This is an optimization exercise on Yosys and OpenROAD, whose aim is small area, a short achievable clock period and few clock cycles per item, not a production implementation. The RTL was checked by simulation tests, not by an equivalence proof against the original design.

==> 08-28: inputs <==
Design matrix_exponential_taylor, start of the top module:
module matrix_exponential_taylor #(
    parameter int DIM = 3
) (
    input  wire logic               clk,
    input  wire logic               rst_n,
    input  wire logic               in_valid,
    output logic                    in_stall,
    input  wire logic signed [31:0] elem_value,
    output logic                    out_valid,
    input  wire logic               out_stall,
    output logic signed [31:0]      result_value,
    output logic                    is_last,
    output logic                    saturated,
    input  wire logic               cfg_we,
    input  wire logic [7:0]         cfg_data
);
    localparam logic [2:0] M_LOAD  = 3'd0;
    localparam logic [2:0] M_RUN   = 3'd1;
    localparam logic [2:0] M_SWAIT = 3'd2;
    localparam logic [2:0] M_SLOW  = 3'd3;
    localparam logic [2:0] M_SWB   = 3'd4;
    localparam logic [2:0] M_DONE  = 3'd5;
    logic [31:0] a_r [9];
    logic [31:0] t_r [9];
    logic [31:0] s_r [9];
    logic        a_nar;
    logic [7:0]  nt_reg;
    logic        ovf_reg;
    logic [2:0]  st_reg;
    logic [3:0]  ld_reg;
    logic [7:0]  k_reg;
    logic [1:0]  i_reg, j_reg;
  ...
==> flow/config.mk <==
export PLATFORM = sky130hd
export DESIGN_NAME = matrix_exponential_taylor
export DESIGN_NICKNAME = matrix_exponential_taylor
export VERILOG_FILES = /design/flow/design.v
export SDC_FILE = /design/flow/constraint.sdc
export NUM_CORES = 4
export LEC_CHECK = 0
export ABC_AREA = 1
export CAP_MARGIN = 20
export CORE_MARGIN = 2
export CORE_UTILIZATION = 40
export SETUP_SLACK_MARGIN = 4.0
export SLEW_MARGIN = 20
==> flow/constraint.sdc <==
create_clock -name core_clock -period 10.0 [get_ports {clk}]
set_input_delay 2.0000 -clock core_clock [delete_from_list [all_inputs] [get_ports {clk}]]
set_output_delay 2.0000 -clock core_clock [all_outputs]
set_load 0.01 [all_outputs]
run.sh (not shown) runs the stock make flow with config.mk's settings and CLKGATE_MAP_FILE= SYNTH_SCRIPT=/design/flow/synth_recipe.tcl, a recipe that flattens the netlist after the stock synthesis.
==> inputs of 05-08, as changes to 08-28 <==
--- a/flow/design.v
+++ b/flow/design.v
@@ -3164,15 +3164,14 @@
     logic early;
     logic had_slow;    
     logic lt_wide;     
     assign last_round = (k_reg == nt_reg);
     assign fin = !oact_reg && !pipe_busy &&
         ((st_reg == M_DONE) || (st_reg == M_RUN && last_round && all_nar));
-    assign early = !oact_reg && st_reg == M_RUN && last_round && !v1_reg && !dv_reg[0] && a_nar &&
-        !had_slow &&
-        !lt_wide;
+    assign early = !oact_reg && st_reg == M_RUN && last_round && a_nar && !had_slow &&
+        ((nt_reg >= 8'd12) || (!v1_reg && !lt_wide && !(dv_reg[0] && dwf_reg)));
     always_comb
     begin
         issue = 1'b0;
         sl_start = 1'b0;
         if (st_reg == M_RUN && !last_round)
         begin
Settings changed: SETUP_SLACK_MARGIN 4.0 to 5.0.
==> flow_summary.yaml <==
synth:
  synth_top_cell_area_share_pct: 28.7
  postSynthCellCount: 13800
route:
  dr_wl_met3_mm: 51.1
global_route:
  global_route.usage.met1_pct: 39.5
clock_tree:
  post_cts_buffers: 20
run_status:
  outcome: "finished clean"
Source of the figures above: 08-28

==> flow_summary.yaml <==
run_status:
  outcome: "finished clean"
clock_tree:
  cts_buffer_depth: 4
  insertion_delay_ns: 0.95
  post_cts_buffers: 232
  cts_num_sinks: 1672
global_route:
  grt_pass1_vias: 99100
  global_route.usage.met1_pct: 40.9
cells_and_area:
  clock_area_share_pct: 4.61
  reg_top3: "a_r: 288 flops, s_r: 288 flops, t_r: 288 flops"
route:
  dr_wl_met3_mm: 69.0
synth:
  netlist_area_sq_mm: 0.117
setup_path:
  crit_fanout: 7
sta:
  tns_ns: 0
  max_slew_margin_pct: 13.1
Source of the figures above: 05-08

Testbench counts of 08-28, summed over its fixed seeds: cycles 11,628, matrices 96.
Testbench counts of 05-08, summed over its fixed seeds: cycles 11,464, matrices 96.

========
==> inputs of try-garnet <==
matrix_exponential_taylor with an RTL version that a note above also has.
// matrix_exponential_taylor
module matrix_exponential_taylor #(
    parameter int DIM = 3
) (
    input  wire logic               clk,
    input  wire logic               rst_n,
    input  wire logic               in_valid,
    output logic                    in_stall,
    input  wire logic signed [31:0] elem_value,
    output logic                    out_valid,
    input  wire logic               out_stall,
    output logic signed [31:0]      result_value,
    output logic                    is_last,
    output logic                    saturated,
    input  wire logic               cfg_we,
    input  wire logic [7:0]         cfg_data
);
    localparam logic [2:0] M_LOAD  = 3'd0;
    localparam logic [2:0] M_RUN   = 3'd1;
    localparam logic [2:0] M_SWAIT = 3'd2;
    localparam logic [2:0] M_SLOW  = 3'd3;
    localparam logic [2:0] M_SWB   = 3'd4;
    localparam logic [2:0] M_DONE  = 3'd5;
    logic [31:0] a_r [9];
    logic [31:0] t_r [9];
    logic [31:0] s_r [9];
    logic        a_nar;
    logic [7:0]  nt_reg;
    logic        ovf_reg;
    logic [2:0]  st_reg;
    logic [3:0]  ld_reg;
    logic [7:0]  k_reg;
    logic [1:0]  i_reg, j_reg;
    logic        kp_reg;           
    logic [8:0]  dq0_reg, dq1_reg;  
    logic [9:0]  dt0_reg, dt1_reg;  
    logic [1:0]  wbj_reg;
    logic        oact_reg;
    logic [3:0]  oidx_reg;
    logic        osat_reg;
    logic signed [31:0] res_reg;
    logic        last_reg;
    logic        sat_reg;
    logic        ov_reg;
    logic [1:0]  jsel;
    logic [31:0] trow [3];
  ...
clock: 10.0 ns
lec_check: 0
abc_area: 1
cap_margin: 20
core_margin: 2
core_utilization: 50
setup_slack_margin: 5.0
slew_margin: 20
==> inputs of try-quartz, as changes to try-garnet <==
SETUP_SLACK_MARGIN = 4.5   (was 5.0)
==> comparison table <==
| metric | try-quartz | try-garnet |
|---|---|---|
| Run status | finished clean | finished clean |
| Placed Instances | 16,600 | 16,600 |
| Detailed Route Iter0 Violations | 14,100 | 15,600 |
| Fraction of area in clock buffers and inverters | 0.0472 | 0.0452 |
| DRT Pass-1 Iters | 7 | 10 |
| Number of buffers other than clock buffers in the final layout | 590 | 1,065 |
| Post-place setup slack | 2.02 ns | 2.61 ns |
| Number of ordinary inverters in the final layout | 1,467 | 1,473 |
| Final critical-path setup slack | 4.54 ns | 4.71 ns |
| Number of combinational gates with multiple inputs | 10,000 | 10,000 |
| Final std cells w/o fill | 17,200 | 17,700 |
| Met1 global-route usage | 0.516 | 0.534 |
| Worst max-slew margin expressed relative to the limit | 0.186 | 0.0797 |
| Fraction of met3 tracks used by global routing | 0.0943 | 0.106 |
| Area occupied by multi-input gates | 66,900 um^2 | 72,600 um^2 |
| Reg area | 44,800 um^2 | 44,900 um^2 |
| Minimum clock period | 5.46 ns | 5.29 ns |
| WHS | 0.287 ns | 0.318 ns |
| Later-pin clock latency in the skew report | 0.87 ns | 0.89 ns |
| Capture endpoint of the worst hold path | dqq_reg[2][8] | dxi_reg[4][1] |
Testbench counts of try-garnet, summed over its fixed seeds: cycles 11,464, matrices 96.
Testbench counts of try-quartz, summed over its fixed seeds: cycles 11,464, matrices 96.

==> separate check: timing with driven ports <==
Ports are ideal in the flow. The routed layouts listed here were re-timed in OpenROAD. Step 1 assumes that a clkbuf_16 drives the clock port and a buf_2 every other input. Step 2 also shifts input and output timing later by t, the mid clock arrival at the registers, as if the neighbouring blocks saw the same clock. Slacks: ideal / step 1 / step 2; pairs: ideal / step 1.
run | t, ns | slack for setup (ns) | hold slack, ns | worst setup path at the end | slew at the worst register clock pin (ns)
08-28 | 1.003 | 4.096 / 4.096 / 4.077 | 0.316 / 0.316 / 0.316 | input to register | 0.07 / 0.07
05-08 | 1.009 | 4.794 / 4.794 / 4.260 | 0.303 / 0.303 / 0.303 | input to register | 0.07 / 0.07
try-garnet | 0.947 | 4.708 / 4.708 / 4.225 | 0.318 / 0.318 / 0.318 | input to register | 0.07 / 0.07
try-quartz | 0.950 | 4.540 / 4.540 / 3.810 | 0.287 / 0.287 / 0.287 | input to register | 0.07 / 0.07
After both steps setup and hold are still met in every run listed. For try-quartz, which loses most, drivers alone change the setup slack by 0.000 ns; drivers and shift together by -0.730 ns.
